This design comes from an exercise in tuning for small area, a short achievable clock period and few clock cycles per item on the open sky130 flow, not from production work.
RTL that was checked went through simulation tests only; none was proved equivalent to the original.

==> v6: inputs <==
## booth_radix2_multiplier_core
module booth_radix2_multiplier_core #(
   parameter int MAX_WIDTH = 16
) (
   input  logic                      clock,
   input  logic                      reset,
   input  logic                          req_valid,
   output logic                          req_ready,
   input  logic [brm_pkg::IN_W-1:0]      req_multiplicand_bits,
   input  logic [brm_pkg::IN_W-1:0]      req_multiplier_bits,
   output logic                          rsp_valid,
   input  logic                          rsp_ready,
   output logic [brm_pkg::PRODUCT_W-1:0] rsp_product_bits,
   output logic                          rsp_negative,
   output logic [brm_pkg::MAG_W-1:0]     rsp_magnitude,
   input  logic                      csr_write_enable,
   input  logic [brm_pkg::CFG_W-1:0] csr_write_data
);
   logic [15:0] wm, wtop;
   logic [31:0] pmask;
   logic [15:2] wm_ff;
   logic [15:2] wm_in;
   always_comb begin
      for (int i = 2; i < 16; i++) begin
         wm_in[i] = (csr_write_data > 5'(i));
      end
   end
   always_ff @(posedge clock) begin
      if (reset) begin
         wm_ff <= '1;
      end else if (csr_write_enable) begin
         wm_ff <= wm_in;
      end
   end
   assign wm = {wm_ff, 2'b11};
   assign wtop = wm & ~(wm >> 1);
   always_comb begin
      for (int i = 0; i < 16; i++) begin
         pmask[2*i]   = wm[i];
         pmask[2*i+1] = wm[i];
      end
   end
   logic        en;
   logic        req_sa, req_sb;
   logic [15:0] ax;
   logic [7:0] one;
   logic [7:0] two;
   logic [7:0] neg;
   logic ng;
   logic [15:0] ax_c;
   logic [15:0] bx_c;
   logic [7:0] one_c;
   logic [7:0] two_c;
   logic [7:0] neg_c;
   logic ng_c;
   logic sx_c;
   logic bl_c;
   assign req_sa = |(req_multiplicand_bits & wtop);
   assign req_sb = |(req_multiplier_bits & wtop);
   assign req_ready = en;
   logic        op_v;
   logic [15:0] ax_q;
   logic [7:0] one_q;
   logic [7:0] two_q;
   logic [7:0] neg_q;
   logic ng_q;
   always_ff @(posedge clock) begin
      if (reset) begin
         op_v <= 1'b0;
      end else if (en) begin
         op_v <= req_valid;
      end
   end
   always_ff @(posedge clock) begin
      if (en) begin
  ...
clock: 7.2 ns
lec_check: 0
abc_clock_period_in_ps: 3200
cap_margin: 20
core_margin: 2
core_utilization: 40
place_density: 0.6
setup_slack_margin: 4.0
slew_margin: 20
standard.sh (not shown) runs the stock make flow with config.mk's settings and CLKGATE_MAP_FILE= SYNTH_SCRIPT=/design/flow/synth_recipe.tcl, a recipe that flattens the netlist after the stock synthesis.
==> flow/flow/run.sh <==
#!/bin/bash
# Layout flow: the standard ORFS flow, with the port buffers made from
# sky130_fd_sc_hd__buf_2 instead of the delay cell buffer_ports picks by default.
set -euo pipefail
sed 's|"\${@:-finish}"|BUFFER_PORTS_ARGS="-buffer_cell sky130_fd_sc_hd__buf_2" "${@:-finish}"|' standard.sh > flow_standard_mod.sh
bash flow_standard_mod.sh > flow_make.log 2>&1
==> v25: changes against v6 <==
--- a/flow/design.v
+++ b/flow/design.v
@@ -64,35 +64,59 @@
    logic [7:0] two_c;
    logic [7:0] neg_c;
    logic ng_c;
    logic sx_c;
    logic bl_c;
    assign req_sa = |(req_multiplicand_bits & wtop);
    assign req_sb = |(req_multiplier_bits & wtop);
-   assign req_ready = en;
+   logic sk_v;
+   logic [15:0] ax_s;
+   logic [7:0] one_s;
+   logic [7:0] two_s;
+   logic [7:0] neg_s;
+   logic ng_s;
+   assign req_ready = !sk_v;
+   always_ff @(posedge clock) begin
+      if (reset) begin
+         sk_v <= 1'b0;
+      end else if (en) begin
+         sk_v <= 1'b0;
+      end else if (req_valid) begin
+         sk_v <= 1'b1;
+      end
+   end
+   always_ff @(posedge clock) begin
+      if (!sk_v) begin
+         ax_s <= ax_c;
+         one_s <= one_c;
+         two_s <= two_c;
+         neg_s <= neg_c;
+         ng_s <= ng_c;
+      end
+   end
    logic        op_v;
    logic [15:0] ax_q;
    logic [7:0] one_q;
    logic [7:0] two_q;
    logic [7:0] neg_q;
    logic ng_q;
    always_ff @(posedge clock) begin
       if (reset) begin
          op_v <= 1'b0;
       end else if (en) begin
-         op_v <= req_valid;
+         op_v <= sk_v || req_valid;
       end
    end
    always_ff @(posedge clock) begin
       if (en) begin
-         ax_q <= ax_c;
-         one_q <= one_c;
-         two_q <= two_c;
-         neg_q <= neg_c;
-         ng_q <= ng_c;
+         ax_q <= sk_v ? ax_s : ax_c;
+         one_q <= sk_v ? one_s : one_c;
+         two_q <= sk_v ? two_s : two_c;
+         neg_q <= sk_v ? neg_s : neg_c;
+         ng_q <= sk_v ? ng_s : ng_c;
       end
    end
    assign ax = ax_q;
    assign one = one_q;
    assign two = two_q;
    assign neg = neg_q;
    assign ng = ng_q;
==> flow/run.sh (new file) <==
#!/bin/bash
# synth_recipe.tcl (not shown) runs the flow's synth.tcl, then flattens the netlist and writes it again
# the make line also repeats each setting of config.mk as NAME=value (left out here)
make -C /OpenROAD-flow-scripts/flow DESIGN_CONFIG=/design/flow/config.mk WORK_HOME=/design/flow/orfs CLKGATE_MAP_FILE= SYNTH_SCRIPT=/design/flow/synth_recipe.tcl finish
==> flow/config.mk (replaced) <==
export PLATFORM = sky130hd
export DESIGN_NAME = booth_radix2_multiplier_core
export DESIGN_NICKNAME = booth_radix2_multiplier_core
export VERILOG_FILES = /design/flow/design.v
export SDC_FILE = /design/flow/constraint.sdc
export NUM_CORES = 4
export LEC_CHECK = 0
export ABC_CLOCK_PERIOD_IN_PS = 2800
export CAP_MARGIN = 20
export CORE_MARGIN = 2
export CORE_UTILIZATION = 40
export PLACE_DENSITY = 0.6
export SETUP_SLACK_MARGIN = 4.4
export SLEW_MARGIN = 20
removed: flow/flow/run.sh
removed: flow/standard.sh
==> qor.csv <==
metric;value;unit
use_met3;3.90;%
status;finished clean;
grt_use_total;20.3;%
die_w;199;µm
whs_path_depth;2;
grt_max_degree;81;
seq_area_frac_synth;35.0;%
clockBufferDepth;2;
synth.area.mux_share;2.99;%
ctsResizeCount;24;
reg2reg_depth;8;
crit_cells;8;
synth_nets;1710;
Source of the figures above: v6

==> qor.csv <==
metric;value;unit
seq_area_frac_synth;37.6;%
synth.area.mux_share;2.31;%
reg2reg_depth;9;
crit_cells;9;
clockBufferDepth;3;
whs_path_depth;0;
grt_use_total;20.6;%
status;finished clean;
ctsResizeCount;318;
use_met3;2.84;%
die_w;207;µm
synth_nets;1843;
Source of the figures above: v25

No functional check of the RTL was part of any run of this note.

---

==> job 6675 <==
booth_radix2_multiplier_core, a different RTL version from the one above (not shown whole).
==> flow/config.mk <==
export PLATFORM = sky130hd
export DESIGN_NAME = booth_radix2_multiplier_core
export DESIGN_NICKNAME = booth_radix2_multiplier_core
export VERILOG_FILES = /design/flow/design.v
export SDC_FILE = /design/flow/constraint.sdc
export NUM_CORES = 4
export LEC_CHECK = 0
export ABC_CLOCK_PERIOD_IN_PS = 3200
export CAP_MARGIN = 20
export CORE_MARGIN = 2
export CORE_UTILIZATION = 40
export CTS_BUF_LIST = sky130_fd_sc_hd__clkbuf_8
export PLACE_DENSITY = 0.6
export SETUP_SLACK_MARGIN = 4.0
export SLEW_MARGIN = 20
==> flow/constraint.sdc <==
create_clock -name core_clock -period 7.2 [get_ports {clock}]
set_input_delay 1.4400 -clock core_clock [delete_from_list [all_inputs] [get_ports {clock}]]
set_output_delay 1.4400 -clock core_clock [all_outputs]
set_load 0.01 [all_outputs]
==> flow/flow/run.sh <==
#!/bin/bash
# Layout flow: the standard ORFS flow (standard.sh) with two changes:
#  1. synthesis: the same script, except that Yosys's "synth -run fine:" step
#     gets -noabc, so the quick ABC pass there does not re-encode the adder
#     trees before extract_fa (it leaves fewer inverters around the fa/ha
#     cells); flops, hierarchy flattening and renaming are as in synth_recipe.tcl.
#  2. port buffers are sky130_fd_sc_hd__buf_2 instead of the delay cell that
#     buffer_ports picks by default.
# Each tool's output goes to the ORFS logs under orfs/logs; make's own output
# goes to flow_make.log here.
set -euo pipefail
here=$(pwd)
sed 's|^proc synth {args} { yosys synth -nofsm -noshare {\*}\$args }|proc synth {args} { if {[lsearch -exact $args fine:] >= 0} { lappend args -noabc }; yosys synth -nofsm -noshare {*}$args }|' synth_recipe.tcl > flow_synth.tcl
grep -q -- '-noabc' flow_synth.tcl
sed -e "s|SYNTH_SCRIPT=[^ ]*|SYNTH_SCRIPT=$here/flow_synth.tcl|" \
    -e 's|"\${@:-finish}"|BUFFER_PORTS_ARGS="-buffer_cell sky130_fd_sc_hd__buf_2" "${@:-finish}"|' standard.sh > flow_standard_mod.sh
grep -q flow_synth.tcl flow_standard_mod.sh
bash flow_standard_mod.sh > flow_make.log 2>&1
==> job 6053: changes against job 6675 <==
--- a/flow/design.v
+++ b/flow/design.v
@@ -866,17 +866,17 @@
    logic [31:0] prod_w;
    logic [30:0] mag_w;
    assign prod_w = {(mid_61 ? ~(1'b1 ^ G616) : (1'b1 ^ (G616 | T617))), (mid_61 ? ~(p459 ^ G614) : (p459 ^ (G614 | T615))), (mid_61 ? ~(p457 ^ G612) : (p457 ^ (G612 | T613))), (mid_61 ? ~(p455 ^ G610) : (p455 ^ (G610 | T611))), (mid_61 ? ~(p453 ^ G608) : (p453 ^ (G608 | T609))), (mid_61 ? ~(p451 ^ G606) : (p451 ^ (G606 | T607))), (mid_61 ? ~(p449 ^ G604) : (p449 ^ (G604 | T605))), (mid_61 ? ~(p447 ^ G602) : (p447 ^ (G602 | T603))), (mid_61 ? ~(p445 ^ G600) : (p445 ^ (G600 | T601))), (mid_61 ? ~(p443 ^ G598) : (p443 ^ (G598 | T599))), (mid_61 ? ~(p441 ^ G596) : (p441 ^ (G596 | T597))), (mid_61 ? ~(p439 ^ G594) : (p439 ^ (G594 | T595))), (mid_61 ? ~(p437 ^ G592) : (p437 ^ (G592 | T593))), (mid_61 ? ~(p435 ^ G590) : (p435 ^ (G590 | T591))), (mid_61 ? ~(p433 ^ G588) : (p433 ^ (G588 | T589))), (mid_61 ? ~(p431 ^ G570) : (p431 ^ (G570 | T571))), (mid_61 ? ~(p429 ^ G568) : (p429 ^ (G568 | T569))), (mid_61 ? ~(p427 ^ G566) : (p427 ^ (G566 | T567))), (mid_61 ? ~(p425 ^ G564) : (p425 ^ (G564 | T565))), (mid_61 ? ~(p423 ^ G562) : (p423 ^ (G562 | T563))), (mid_61 ? ~(p421 ^ G560) : (p421 ^ (G560 | T561))), (mid_61 ? ~(p419 ^ G558) : (p419 ^ (G558 | T559))), (mid_61 ? ~(p417 ^ G556) : (p417 ^ (G556 | T557))), (mid_61 ? ~(p415 ^ G530) : (p415 ^ (G530 | T531))), (mid_61 ? ~(p413 ^ G528) : (p413 ^ (G528 | T529))), (mid_61 ? ~(p411 ^ G526) : (p411 ^ (G526 | T527))), (mid_61 ? ~(p409 ^ G524) : (p409 ^ (G524 | T525))), (mid_61 ? ~(p407 ^ G494) : (p407 ^ (G494 | T495))), (mid_61 ? ~(p405 ^ G492) : (p405 ^ (G492 | T493))), (mid_61 ? ~(p403 ^ g402) : (p403 ^ (g402 | T461))), (mid_61 ? ~(p401 ^ 1'b0) : (p401 ^ (1'b0 | mid_0))), (mid_61 ? ~mid_0 : ~mid_0)} & pmask;
    assign mag_w  = {(p459 ^ (G614 | T615)), (p457 ^ (G612 | T613)), (p455 ^ (G610 | T611)), (p453 ^ (G608 | T609)), (p451 ^ (G606 | T607)), (p449 ^ (G604 | T605)), (p447 ^ (G602 | T603)), (p445 ^ (G600 | T601)), (p443 ^ (G598 | T599)), (p441 ^ (G596 | T597)), (p439 ^ (G594 | T595)), (p437 ^ (G592 | T593)), (p435 ^ (G590 | T591)), (p433 ^ (G588 | T589)), (p431 ^ (G570 | T571)), (p429 ^ (G568 | T569)), (p427 ^ (G566 | T567)), (p425 ^ (G564 | T565)), (p423 ^ (G562 | T563)), (p421 ^ (G560 | T561)), (p419 ^ (G558 | T559)), (p417 ^ (G556 | T557)), (p415 ^ (G530 | T531)), (p413 ^ (G528 | T529)), (p411 ^ (G526 | T527)), (p409 ^ (G524 | T525)), (p407 ^ (G494 | T495)), (p405 ^ (G492 | T493)), (p403 ^ (g402 | T461)), (p401 ^ (1'b0 | mid_0)), ~mid_0};
    logic        out_v;
    logic [31:0] prod_ff;
    logic [29:1] mag_ff;
    logic        neg_ff;
-   assign en = !out_v || rsp_ready;
+   assign en = rsp_ready;
    always_ff @(posedge clock) begin
       if (reset) begin
          out_v <= 1'b0;
       end else if (en) begin
          out_v <= mid_v;
       end
    end
    always_ff @(posedge clock) begin
ABC_CLOCK_PERIOD_IN_PS = 3100   (was 3200)
SETUP_SLACK_MARGIN = 4.1   (was 4.0)
TNS_END_PERCENT = 30   (was default)
==> results.json <==
{
  "outcome": "no timing/DRC/antenna violations",
  "post_synth_inst_count": 1271,
  "die_height_microns": 189,
  "wl_per_cell_microns": 19.1,
  "post_synthesis_average_cell_area_sq_um": 10.8,
  "critPathArrivalTime_ns": 1.79,
  "finish.utilization_pct": 48.6,
  "post_cts_sizing": 19,
  "synth_commonest_cells": "edfxtp_1, xnor2_1, a22oi_1, fa_1, clkbuf_1"
}
The numbers above come from job 6675.

==> results.json <==
{
  "post_synthesis_average_cell_area_sq_um": 10.9,
  "finish.utilization_pct": 48.7,
  "wl_per_cell_microns": 20.1,
  "die_height_microns": 189,
  "synth_commonest_cells": "edfxtp_1, xnor2_1, a22oi_1, fa_1",
  "post_synth_inst_count": 1257,
  "outcome": "no timing/DRC/antenna violations"
}
The numbers above come from job 6053.

Testbench counts of job 6053, summed over its fixed seeds: cycles 8,024, items 8,000.
Function not checked in job 6675: the RTL went through the layout flow alone.

## afterwards: timing with drivers on the ports
The flow's constraints put no driver on any port. The routed layouts listed below were extracted and timed again, unchanged, in two steps.
Step 1 sets driving cells, clkbuf_16 on the clock port and buf_2 on the other inputs (assumed; they add their load-dependent delay and slew).
Step 2 also shifts input and output timing later by t, the mid clock arrival at the registers, as if the neighbouring blocks saw the same clock.
a / b / c = ideal ports / drivers / drivers and shift; a / b = the first two.
run | t (ns) | slack for setup (ns) | worst setup path after step 2 | latest minus earliest clock arrival (ns) | worst register clock-pin slew, ns
v6 | 0.496 | 3.823 / 3.823 / 3.612 | input to register | 0.020 / 0.021 | 0.08 / 0.08
v25 | 0.609 | 3.798 / 3.798 / 3.547 | input to register | 0.035 / 0.035 | 0.07 / 0.07
job 6675 | 0.532 | 3.971 / 3.933 / 3.565 | input to register | 0.015 / 0.016 | 0.10 / 0.10
job 6053 | 0.548 | 4.096 / 3.958 / 3.644 | input to register | 0.025 / 0.025 | 0.11 / 0.11
After both steps every run listed still meets setup and hold. The setup slack of job 6053, which loses most, moves by -0.138 ns with the drivers and by -0.452 ns with both steps.
